This is an optimization exercise on Yosys and OpenROAD, whose aim is small area, not a production implementation.
In this exercise RTL edits were held to simulation tests only and were not proved equivalent to the original.
Power is estimated from default activity; no workload was simulated.

## run A
==> flow/design.v <==
package eth_gen_pkg;
	typedef logic [31:0] word_t;         
	typedef logic [47:0] mac_addr_t;     
	typedef logic [15:0] byte_count_t;   
	typedef logic [15:0] seq_num_t;      
	typedef logic [15:0] pkt_count_t;    
	typedef logic [3:0]  reg_addr_t;     
	typedef logic [1:0]  tx_mod_t;       
	typedef enum logic [2:0] {
		st_idle     = 3'd0,
		st_dest     = 3'd1,
		st_dest_src = 3'd2,
		st_src      = 3'd3,
		st_len_seq  = 3'd4,
		st_data     = 3'd5,
		st_gap      = 3'd6
	} gen_state_t;
	typedef struct packed {
		pkt_count_t  number_packet;    
		logic [13:0] pkt_length;       
		mac_addr_t   s_addr;           
		mac_addr_t   d_addr;           
	} gen_settings_t;
endpackage
module eth_gen
(
	input  logic      clk,
	input  logic      reset,
	input  eth_gen_pkg::reg_addr_t address,     
	input  logic      write,
	input  logic      read,
	input  eth_gen_pkg::word_t     writedata,
	output eth_gen_pkg::word_t     readdata,
	input  logic      tx_rdy,      
	output eth_gen_pkg::word_t     tx_data,
	output logic      tx_wren,
	output logic      tx_sop,
	output logic      tx_eop,
	output eth_gen_pkg::tx_mod_t   tx_mod
);
	localparam logic [2:0] S_IDLE  = 3'd0;
	localparam logic [2:0] S_DEST  = 3'd2;
	localparam logic [2:0] S_DS    = 3'd4;
	localparam logic [2:0] S_SRC   = 3'd6;
	localparam logic [2:0] S_LS    = 3'd1;
	localparam logic [2:0] S_DATA0 = 3'd3;    
	localparam logic [2:0] S_DATA  = 3'd5;
	localparam logic [2:0] S_GAP   = 3'd7;
	logic [15:0] number_packet;
	logic [13:0] pkt_length;
	logic [47:0] s_addr;
	logic [47:0] d_addr;
	logic        start;
	logic        stop;
	logic        done;
	logic        started;
	logic [2:0]  state;
	logic [15:0] pkt_cnt;       
	logic [13:0] len_field;     
	always_ff @(posedge clk or posedge reset)
	begin
		if (reset)
		begin
			number_packet <= '0;
			pkt_length    <= '0;
			s_addr        <= '0;
			d_addr        <= '0;
			stop          <= 1'b0;
		end
		else if (write)
		begin
			case (address)
				4'd0: number_packet  <= writedata[15:0];
				4'd1: pkt_length     <= writedata[14:1];
				4'd4: s_addr[31:0]   <= writedata;
				4'd5: s_addr[47:32]  <= writedata[15:0];
				4'd6: d_addr[31:0]   <= writedata;
				4'd7: d_addr[47:32]  <= writedata[15:0];
				4'd8: stop           <= writedata[1];
				default: ;
			endcase
		end
	end
	always_ff @(posedge clk or posedge reset)
	begin
		if (reset)
			start <= 1'b0;
		else
			start <= write && (address == 4'd8) && writedata[0];
	end
	always_ff @(posedge clk or posedge reset)
	begin
		if (reset)
		begin
			done    <= 1'b0;
			started <= 1'b0;
		end
		else if (start)
		begin
			done    <= 1'b0;
			started <= 1'b1;
		end
		else if (started && (state == S_IDLE) && (pkt_cnt == number_packet))
			done <= 1'b1;
	end
	always_comb
	begin
		readdata = '0;
		if (read)
		begin
			case (address)
				4'd0: readdata = {16'd0, number_packet};
				4'd1: readdata = {17'd0, pkt_length, 1'b0};
				4'd4: readdata = s_addr[31:0];
				4'd5: readdata = {16'd0, s_addr[47:32]};
				4'd6: readdata = d_addr[31:0];
				4'd7: readdata = {16'd0, d_addr[47:32]};
				4'd8: readdata = {29'd0, done, stop, start};
				4'd9: readdata = {16'd0, pkt_cnt};
				default: readdata = '0;
			endcase
		end
	end
	logic [16:0] cnt_inc;
	logic        last_frame;
	logic        last_word;
	logic [13:0] len_calc;
	assign cnt_inc    = {1'b0, pkt_cnt} + 17'd1;
	assign last_frame = stop || (cnt_inc >= {1'b0, number_packet});
	assign last_word  = (len_field <= 14'd10);    
	always_comb
	begin
		if (pkt_length < 14'd24)
			len_calc = 14'd6;
		else if (pkt_length > 14'd9600)
			len_calc = 14'd9582;
		else
			len_calc = pkt_length - 14'd18;
	end
	always_ff @(posedge clk or posedge reset)
	begin
		if (reset)
			state <= S_IDLE;
		else
		begin
			case (state)
				S_IDLE:  if (start)  state <= S_DEST;
				S_DEST:  if (tx_rdy) state <= S_DS;
				S_DS:    if (tx_rdy) state <= S_SRC;
				S_SRC:   if (tx_rdy) state <= S_LS;
				S_LS:    if (tx_rdy) state <= (len_field == 14'd6) ? S_GAP : S_DATA0;
				S_GAP:   if (tx_rdy) state <= last_frame ? S_IDLE : S_DEST;
				default: if (tx_rdy) state <= last_word ? S_GAP : S_DATA;
			endcase
		end
	end
	always_ff @(posedge clk)
	begin
		if (state == S_DEST)
			len_field <= len_calc;
		else if (((state == S_DATA0) || (state == S_DATA)) && tx_rdy)
			len_field[13:2] <= len_field[13:2] - 12'd1;
	end
	always_ff @(posedge clk or posedge reset)
	begin
		if (reset)
			pkt_cnt <= '0;
		else if (start)
			pkt_cnt <= '0;
		else if ((state == S_GAP) && tx_rdy)
			pkt_cnt <= cnt_inc[15:0];
	end
	logic [31:0] next_word;
	logic [5:0]  pat_next;
	assign pat_next = tx_data[31:26] + 6'd1;
	always_comb
	begin
		case (state)
			S_DEST:  next_word = {d_addr[7:0], d_addr[15:8], d_addr[23:16], d_addr[31:24]};
			S_DS:    next_word = {d_addr[39:32], d_addr[47:40], s_addr[7:0], s_addr[15:8]};
			S_SRC:   next_word = {s_addr[23:16], s_addr[31:24], s_addr[39:32], s_addr[47:40]};
			S_LS:    next_word = {2'b00, len_field, pkt_cnt};
			S_DATA0: next_word = 32'h00010203;
			S_DATA:  next_word = {pat_next, 2'd0, pat_next, 2'd1, pat_next, 2'd2, pat_next, 2'd3};
			default: next_word = '0;
		endcase
	end
	always_ff @(posedge clk or posedge reset)
	begin
		if (reset)
			tx_data <= '0;
		else if (tx_rdy)
			tx_data <= next_word;
	end
	assign tx_wren = (state != S_IDLE) && (state != S_DEST);
	assign tx_sop  = (state == S_DS);
	assign tx_eop  = (state == S_GAP);
	assign tx_mod  = tx_eop ? {~len_field[1] ^ len_field[0], len_field[0]} : 2'd0;
endmodule
Settings: LEC_CHECK=0, ABC_AREA=1, CAP_MARGIN=20, CORE_AREA=2.3 2.72 166.52 165.92, CTS_BUF_LIST=sky130_fd_sc_hd__clkbuf_8, DIE_AREA=0 0 168.795 168.795, SLEW_MARGIN=20; clock period 5.5 ns.
standard.sh (not shown) runs the stock make flow with config.mk's settings and CLKGATE_MAP_FILE= SYNTH_SCRIPT=/design/flow/synth_recipe.tcl, a recipe that flattens the netlist after the stock synthesis.
==> flow/flow/run.sh <==
#!/bin/bash
set -euo pipefail
export BUFFER_PORTS_ARGS="-buffer_cell sky130_fd_sc_hd__buf_1"
R=orfs/results/$FLOW_PLATFORM/eth_gen/base
L=orfs/logs/$FLOW_PLATFORM/eth_gen/base
YOSYS=$(command -v yosys || echo "$FLOW_HOME/../tools/install/yosys/bin/yosys")

bash standard.sh synth > standard_synth.log 2>&1

cp $R/1_2_yosys.v $R/1_2_yosys_standard.v
export REMAP_LIB=$FLOW_HOME/platforms/$FLOW_PLATFORM/lib/sky130_fd_sc_hd__tt_025C_1v80.lib
export REMAP_IN=$PWD/$R/1_2_yosys_standard.v
export REMAP_OUT=$PWD/$R/1_2_yosys.v
export REMAP_SCRIPT=$PWD/flow/area.abc
export REMAP_DONT_USE="$(grep -m1 -o 'abc -script.*' $L/1_2_yosys.log | grep -o '\-dont_use [^ ]*' | cut -d' ' -f2 | sort -u | tr '\n' ' ')"
"$YOSYS" -c flow/remap.tcl > remap.log 2>&1
cp $R/1_2_yosys.v $R/1_2_yosys_remap.v
python3 flow/mux2a22o.py $R/1_2_yosys_remap.v $R/1_2_yosys.v > mux2a22o.log 2>&1
rm -f $R/1_synth.odb $R/1_synth.sdc

bash standard.sh > standard_layout.log 2>&1
==> flow/flow/remap.tcl <==
# Re-map the combinational logic of the standard synthesis netlist with a different ABC
# script. Registers (and their instance names and cell types) are kept as they are.
# Environment: REMAP_IN, REMAP_OUT, REMAP_LIB, REMAP_SCRIPT, REMAP_DONT_USE
set lib $::env(REMAP_LIB)
yosys read_liberty -overwrite -ignore_miss_func -setattr liberty_cell $lib
yosys read_verilog $::env(REMAP_IN)
yosys hierarchy -top eth_gen
yosys blackbox sky130_fd_sc_hd__df* sky130_fd_sc_hd__edf* sky130_fd_sc_hd__sdf* sky130_fd_sc_hd__dl*
yosys flatten
yosys opt_clean -purge
yosys stat
set du {}
foreach c $::env(REMAP_DONT_USE) { lappend du -dont_use $c }
yosys abc -liberty $lib {*}$du -script $::env(REMAP_SCRIPT)
yosys opt_clean -purge
yosys hilomap -singleton -hicell sky130_fd_sc_hd__conb_1 HI -locell sky130_fd_sc_hd__conb_1 LO
yosys insbuf -buf sky130_fd_sc_hd__buf_4 A X
yosys splitnets
yosys opt_clean -purge
yosys delete =A:liberty_cell
yosys tee -o $::env(REMAP_OUT).stat stat -liberty $lib
yosys write_verilog -noattr -nohex -nodec $::env(REMAP_OUT)
Other scripts of this flow, unchanged in this note and not shown: flow/flow/area.abc, flow/flow/mux2a22o.py
Input changes introduced in run B (baseline for comparison: run A):
--- a/flow/flow/run.sh
+++ b/flow/flow/run.sh
@@ -1,10 +1,17 @@
 #!/bin/bash
 set -euo pipefail
+EXTRA_DONT_USE="sky130_fd_sc_hd__buf_4 sky130_fd_sc_hd__buf_6 sky130_fd_sc_hd__buf_8 sky130_fd_sc_hd__buf_12 sky130_fd_sc_hd__buf_16 sky130_fd_sc_hd__bufbuf_8 sky130_fd_sc_hd__bufbuf_16 sky130_fd_sc_hd__bufinv_8 sky130_fd_sc_hd__bufinv_16 sky130_fd_sc_hd__clkbuf_4 sky130_fd_sc_hd__clkbuf_16 sky130_fd_sc_hd__clkdlybuf4s15_1 sky130_fd_sc_hd__clkdlybuf4s15_2 sky130_fd_sc_hd__clkdlybuf4s18_1 sky130_fd_sc_hd__clkdlybuf4s18_2 sky130_fd_sc_hd__clkdlybuf4s25_1 sky130_fd_sc_hd__clkdlybuf4s25_2 sky130_fd_sc_hd__clkdlybuf4s50_1 sky130_fd_sc_hd__clkdlybuf4s50_2 sky130_fd_sc_hd__dlygate4sd1_1 sky130_fd_sc_hd__dlygate4sd2_1 sky130_fd_sc_hd__dlygate4sd3_1 sky130_fd_sc_hd__dlymetal6s2s_1 sky130_fd_sc_hd__dlymetal6s4s_1 sky130_fd_sc_hd__dlymetal6s6s_1"
 export BUFFER_PORTS_ARGS="-buffer_cell sky130_fd_sc_hd__buf_1"
+export CTS_ARGS="-sink_clustering_enable -repair_clock_nets -buf_list sky130_fd_sc_hd__clkbuf_8 -dont_use_dummy_load"
 R=orfs/results/$FLOW_PLATFORM/eth_gen/base
 L=orfs/logs/$FLOW_PLATFORM/eth_gen/base
 YOSYS=$(command -v yosys || echo "$FLOW_HOME/../tools/install/yosys/bin/yosys")
 
-bash standard.sh synth > standard_synth.log 2>&1
+# The platform's don't-use list plus the extra cells, passed on the make command line so that
+# every sub-make sees it
+DU="$(DONT_USE_CELLS="$EXTRA_DONT_USE" bash standard.sh print-DONT_USE_CELLS 2> print_dont_use.log | sed -n 's/^DONT_USE_CELLS: //p')"
+echo "$DU" > dont_use.txt
+
+bash standard.sh "DONT_USE_CELLS=$DU" synth > standard_synth.log 2>&1
 
 cp $R/1_2_yosys.v $R/1_2_yosys_standard.v
@@ -19,3 +26,3 @@
 rm -f $R/1_synth.odb $R/1_synth.sdc
 
-bash standard.sh > standard_layout.log 2>&1
+bash standard.sh "DONT_USE_CELLS=$DU" finish > standard_layout.log 2>&1
--- a/flow/flow/remap.tcl
+++ b/flow/flow/remap.tcl
@@ -8,4 +8,7 @@
 yosys blackbox sky130_fd_sc_hd__df* sky130_fd_sc_hd__edf* sky130_fd_sc_hd__sdf* sky130_fd_sc_hd__dl*
 yosys flatten
+# Flattened cells leave public names such as \_123_.A on internal wires; hide them so that
+# output ports keep their own names and need no pass-through buffers
+yosys rename -hide w:*.*
 yosys opt_clean -purge
 yosys stat
@@ -15,5 +18,5 @@
 yosys opt_clean -purge
 yosys hilomap -singleton -hicell sky130_fd_sc_hd__conb_1 HI -locell sky130_fd_sc_hd__conb_1 LO
-yosys insbuf -buf sky130_fd_sc_hd__buf_4 A X
+yosys insbuf -buf sky130_fd_sc_hd__buf_1 A X
 yosys splitnets
 yosys opt_clean -purge
### Flow results
Run B ended up with a lower wire length of the first global-routing pass than run A did. Worst setup slack (run B over run A): decrease, 0.43 ns. Between run B and run A, the difference in number of vias in the routed layout is negligible. From run B to run A, count of clock tree sinks did not move at all. Any difference in met1 capacity usage during global routing between run A and run B is small enough to ignore. Diff run A -> run B | met3 usage in global routing | increase of 0.63 points. [run B vs run A] total power: lower in run B. In the metrics for run B and run A, the one carrying the lower clock network fraction of total power is run B. Any difference in instance area at placement between run A and run B is small enough to ignore. Run B: synthesized cell count is 23 lower than what run A reported.
Input-level comparison between run C and run B:
==> flow/flow/run.sh <==
#!/bin/bash
set -euo pipefail
export BUFFER_PORTS_ARGS="-buffer_cell sky130_fd_sc_hd__buf_1"
export CTS_ARGS="-sink_clustering_enable -repair_clock_nets -buf_list sky130_fd_sc_hd__clkbuf_8 -dont_use_dummy_load"
R=orfs/results/$FLOW_PLATFORM/eth_gen/base
L=orfs/logs/$FLOW_PLATFORM/eth_gen/base
YOSYS=$(command -v yosys || echo "$FLOW_HOME/../tools/install/yosys/bin/yosys")

bash standard.sh synth > standard_synth.log 2>&1

cp $R/1_2_yosys.v $R/1_2_yosys_standard.v
export REMAP_LIB=$FLOW_HOME/platforms/$FLOW_PLATFORM/lib/sky130_fd_sc_hd__tt_025C_1v80.lib
export REMAP_IN=$PWD/$R/1_2_yosys_standard.v
export REMAP_OUT=$PWD/$R/1_2_yosys.v
export REMAP_SCRIPT=$PWD/flow/area.abc
export REMAP_DONT_USE="$(grep -m1 -o 'abc -script.*' $L/1_2_yosys.log | grep -o '\-dont_use [^ ]*' | cut -d' ' -f2 | sort -u | tr '\n' ' ')"
"$YOSYS" -c flow/remap.tcl > remap.log 2>&1
cp $R/1_2_yosys.v $R/1_2_yosys_remap.v
python3 flow/mux2a22o.py $R/1_2_yosys_remap.v $R/1_2_yosys.v > mux2a22o.log 2>&1
rm -f $R/1_synth.odb $R/1_synth.sdc

bash standard.sh > standard_layout.log 2>&1
--- a/flow/flow/remap.tcl
+++ b/flow/flow/remap.tcl
@@ -8,7 +8,4 @@
 yosys blackbox sky130_fd_sc_hd__df* sky130_fd_sc_hd__edf* sky130_fd_sc_hd__sdf* sky130_fd_sc_hd__dl*
 yosys flatten
-# Flattened cells leave public names such as \_123_.A on internal wires; hide them so that
-# output ports keep their own names and need no pass-through buffers
-yosys rename -hide w:*.*
 yosys opt_clean -purge
 yosys stat
@@ -18,5 +15,5 @@
 yosys opt_clean -purge
 yosys hilomap -singleton -hicell sky130_fd_sc_hd__conb_1 HI -locell sky130_fd_sc_hd__conb_1 LO
-yosys insbuf -buf sky130_fd_sc_hd__buf_1 A X
+yosys insbuf -buf sky130_fd_sc_hd__buf_4 A X
 yosys splitnets
 yosys opt_clean -purge
Findings:
For run B and run C, there was not a single run that failed to finish clean. As far as number of buffers inserted by post-CTS setup repair goes, run C and run B are indistinguishable; the numbers are identical. Run C ended up with readdata[0] as its capturing instance or port of the critical path; run B ended up with readdata[28]. Layout overhead on the synthesized area: run C vs run B down 3.1 points. [diff] cell-internal power, run C relative to run B: regression.
Setup changes, run C to run D
- CAP_MARGIN now 5, was 20
- SLEW_MARGIN now 5, was 20
--- a/flow/flow/run.sh
+++ b/flow/flow/run.sh
@@ -2,5 +2,4 @@
 set -euo pipefail
 export BUFFER_PORTS_ARGS="-buffer_cell sky130_fd_sc_hd__buf_1"
-export CTS_ARGS="-sink_clustering_enable -repair_clock_nets -buf_list sky130_fd_sc_hd__clkbuf_8 -dont_use_dummy_load"
 R=orfs/results/$FLOW_PLATFORM/eth_gen/base
 L=orfs/logs/$FLOW_PLATFORM/eth_gen/base
### Flow results
- Comparing share of total power in the clock network for run C and run D, the bigger number came from run D.
- The routed wire length of run C and that of run D are within noise of each other.
- Per the comparison of run D with run C, finished layout cell area up 140 µm²; final cell count up 15.

-- re-timing with driven ports --
In the flow no input, the clock included, has a driving cell. The finished layouts below were timed again as built, in two steps.
Step 1 assumes that a clkbuf_16 drives the clock port and a buf_2 every other input.
Step 2 times the ports against the registers' clock, not the clock port: input delays grow and output delays shrink by t, the midpoint of the rising clock arrivals with the driver on.
Three values: ideal ports, drivers, drivers and shift; two values: the first two.
| run | t (ns) | slack for setup (ns) | latest minus earliest clock arrival (ns) | worst slew at a driven data input, ns |
|---|---|---|---|---|
| run A | 0.530 | 1.494 / 1.473 / 1.473 | 0.019 / 0.018 | 0.05 |
| run B | 0.499 | 1.062 / 1.043 / 1.043 | 0.033 / 0.032 | 0.06 |
| run C | 0.522 | 1.515 / 1.494 / 1.494 | 0.032 / 0.033 | 0.05 |
| run D | 0.530 | 1.494 / 1.473 / 1.473 | 0.019 / 0.018 | 0.05 |
After both steps every run listed still meets setup and hold.
